This is an optimization exercise on Yosys and OpenROAD, whose aim is small area, a short achievable clock period and few clock cycles, not a production implementation. The RTL was checked by simulation tests, not by an equivalence proof against the original design. Power figures rest on the tool's default switching activity, not on a simulated workload.

// array_insert_delete_at_position_unit
module array_insert_delete_at_position_unit (
  input  logic                                clk,
  input  logic                                rst_n,
  input  logic                                in_valid,
  output logic                                in_ready,
  input  logic                                in_op,
  input  logic [aidp_pkg::POS_W-1:0]          in_position,
  input  logic signed [aidp_pkg::DATA_W-1:0]  in_value,
  output logic                                out_valid,
  input  logic                                out_ready,
  output logic [aidp_pkg::STAT_W-1:0]         out_status,
  output logic signed [aidp_pkg::DATA_W-1:0]  out_element,
  output logic                                out_last
);
Size: roughly 2200 cells after synthesis, roughly 1200 flip-flops, about 81 I/O pins.
make LEC_CHECK=0 CAP_MARGIN=5 CORE_MARGIN=2 CORE_UTILIZATION=55 CTS_CLUSTER_DIAMETER=80 CTS_CLUSTER_SIZE=24 PLACE_DENSITY=0.65 SETUP_SLACK_MARGIN=2.75 SLEW_MARGIN=5 finish   # period 5.0 ns
run.sh (not shown) runs the stock make flow with config.mk's settings and CLKGATE_MAP_FILE= SYNTH_SCRIPT=/design/flow/synth_recipe.tcl, a recipe that flattens the netlist after the stock synthesis.
Testbench counts at the start, summed over its fixed seeds: cycles 41,175.
Edit:
- CAP_MARGIN: 5 -> 20
- CORE_UTILIZATION: 55 -> 60
- PLACE_DENSITY: 0.65 -> 0.7
- SLEW_MARGIN: 5 -> 20
=> Utilization rose by 6.2 points. Routed wire length rose by 2.1%. Synthesized area does not change. Hold slack gets worse by 0.0068 ns. Maximum frequency rose by 2.1%. Setup slack gets better by 0.048 ns. Total power rose by 0.39%.
Edit:
- CORE_UTILIZATION: 60 -> 55
- PLACE_DENSITY: 0.7 -> 0.65
After rerunning: Via count went down by 1.4%; register-to-register slack got worse by 0.02 ns; worst setup slack got worse by 0.048 ns.

* * *

Starting RTL as in the previous note.
Settings: LEC_CHECK=0, CAP_MARGIN=20, CORE_MARGIN=2, CORE_UTILIZATION=55, CTS_CLUSTER_DIAMETER=70, CTS_CLUSTER_SIZE=30, PLACE_DENSITY=0.65, SETUP_SLACK_MARGIN=2.75, SLEW_MARGIN=20; clock period 5.0 ns.
Testbench counts at the start, summed over its fixed seeds: cycles 41,175.
Rerun with:
CORE_UTILIZATION = 60   (was 55)
CTS_CLUSTER_DIAMETER = 80   (was 70)
CTS_CLUSTER_SIZE = 24   (was 30)
PLACE_DENSITY = 0.7   (was 0.65)
SETUP_SLACK_MARGIN = 2.82   (was 2.75)
Synthesized cell count is unchanged.
Via count rose by 3.0%.
Area after synthesis does not change.
Hold slack gains 0.0046 ns.
Power grows by 1.8%.
Clock-buffer cell count came out higher by 13.
Final area grows by 2.8%.

* * *

array_insert_delete_at_position_unit again, from the RTL that the note above started with.
Settings: LEC_CHECK=0, ABC_AREA=1, CAP_MARGIN=20, CORE_MARGIN=2, CORE_UTILIZATION=60, CTS_CLUSTER_DIAMETER=80, CTS_CLUSTER_SIZE=24, PLACE_DENSITY=0.7, SETUP_SLACK_MARGIN=2.75, SLEW_MARGIN=20; clock period 5.0 ns.
Testbench counts at the start, summed over its fixed seeds: cycles 41,175.
Next try:
--- a/flow/config.mk
+++ b/flow/config.mk
@@ -6,10 +6,9 @@
 export NUM_CORES = 4
 export LEC_CHECK = 0
-export ABC_AREA = 1
 export CAP_MARGIN = 20
 export CORE_MARGIN = 2
 export CORE_UTILIZATION = 60
-export CTS_CLUSTER_DIAMETER = 80
-export CTS_CLUSTER_SIZE = 24
+export CTS_CLUSTER_DIAMETER = 100
+export CTS_CLUSTER_SIZE = 30
 export PLACE_DENSITY = 0.7
 export SETUP_SLACK_MARGIN = 2.75
The changed run completed without violations.
Worst setup slack degrades by 0.016 ns.
Fmax shrinks by 0.71%.
Clock power shrinks by 11%.
Die area falls by about 3%.
Global-route usage drops by 1.9 points.
Utilization increases by 0.53 points.
Next try:
--- a/flow/config.mk
+++ b/flow/config.mk
@@ -9,7 +9,7 @@
 export CORE_MARGIN = 2
 export CORE_UTILIZATION = 60
-export CTS_CLUSTER_DIAMETER = 100
-export CTS_CLUSTER_SIZE = 30
+export CTS_CLUSTER_DIAMETER = 80
+export CTS_CLUSTER_SIZE = 24
 export PLACE_DENSITY = 0.7
-export SETUP_SLACK_MARGIN = 2.75
+export SETUP_SLACK_MARGIN = 2.95
 export SLEW_MARGIN = 20
Via count climbs by 2.6%.
Wire length climbs by about 4.3%.
Clock skew climbs by 0.013 ns.
Final cell count climbs by 1.3%.
Hold slack is worse by 0.016 ns.
Next try:
--- a/flow/config.mk
+++ b/flow/config.mk
@@ -12,4 +12,4 @@
 export CTS_CLUSTER_SIZE = 24
 export PLACE_DENSITY = 0.7
-export SETUP_SLACK_MARGIN = 2.95
+export SETUP_SLACK_MARGIN = 2.6
 export SLEW_MARGIN = 20
Outcome:
- worst setup slack loses 0.054 ns
- cell area came out lower by 4.6%
- clock power is lower by about 4%
- total power fell by 2.9%
- wire length falls by 6.9%
- clock skew fell by 0.016 ns
- cell count shrinks by 1.8%
- register-to-register slack gets worse by 0.02 ns
- sequential share of layout area is higher by 3.1 points
- combinational power falls by 13%

port drivers added, routing unchanged:
How much do the figures lean on ideal ports? The routed layouts below were timed once more, with nothing changed but the port constraints. Step 1 (the two cells are an assumption about what drives the block):
set clk [get_ports {clk}]
set_driving_cell -lib_cell sky130_fd_sc_hd__clkbuf_16 $clk
set_driving_cell -lib_cell sky130_fd_sc_hd__buf_2 [delete_from_list [all_inputs] $clk]
Step 2 adds t to the input delays and takes it off the output delays; t is the mean of the earliest and latest rising clock arrival at the registers after step 1. Input paths then give back, and output paths get back, about the clock's delay inside the block. Slacks: ideal ports / drivers / drivers and shift; pairs: ideal ports / drivers.
run | t (ns) | setup WS [ns] | worst setup path after step 2
the first run of note 1 | 0.702 | 2.678 / 2.616 / 2.147 | input to register
the second run of note 1 | 0.684 | 2.726 / 2.721 / 2.170 | input to register
the third run of note 1 | 0.702 | 2.678 / 2.616 / 2.147 | input to register
the first run of note 2 | 0.689 | 2.689 / 2.627 / 2.162 | input to register
the second run of note 2 | 0.681 | 2.673 / 2.614 / 2.179 | input to register
the first run of note 3 | 0.690 | 2.754 / 2.704 / 2.100 | input to register
the second run of note 3 | 0.680 | 2.738 / 2.736 / 2.160 | input to register
the third run of note 3 | 0.695 | 2.665 / 2.606 / 2.307 | input to register
the fourth run of note 3 | 0.684 | 2.612 / 2.552 / 2.077 | input to register
After both steps setup and hold are still met in every run listed. The setup slack of the first run of note 3, which loses most, moves by -0.050 ns with the drivers and by -0.654 ns with both steps.
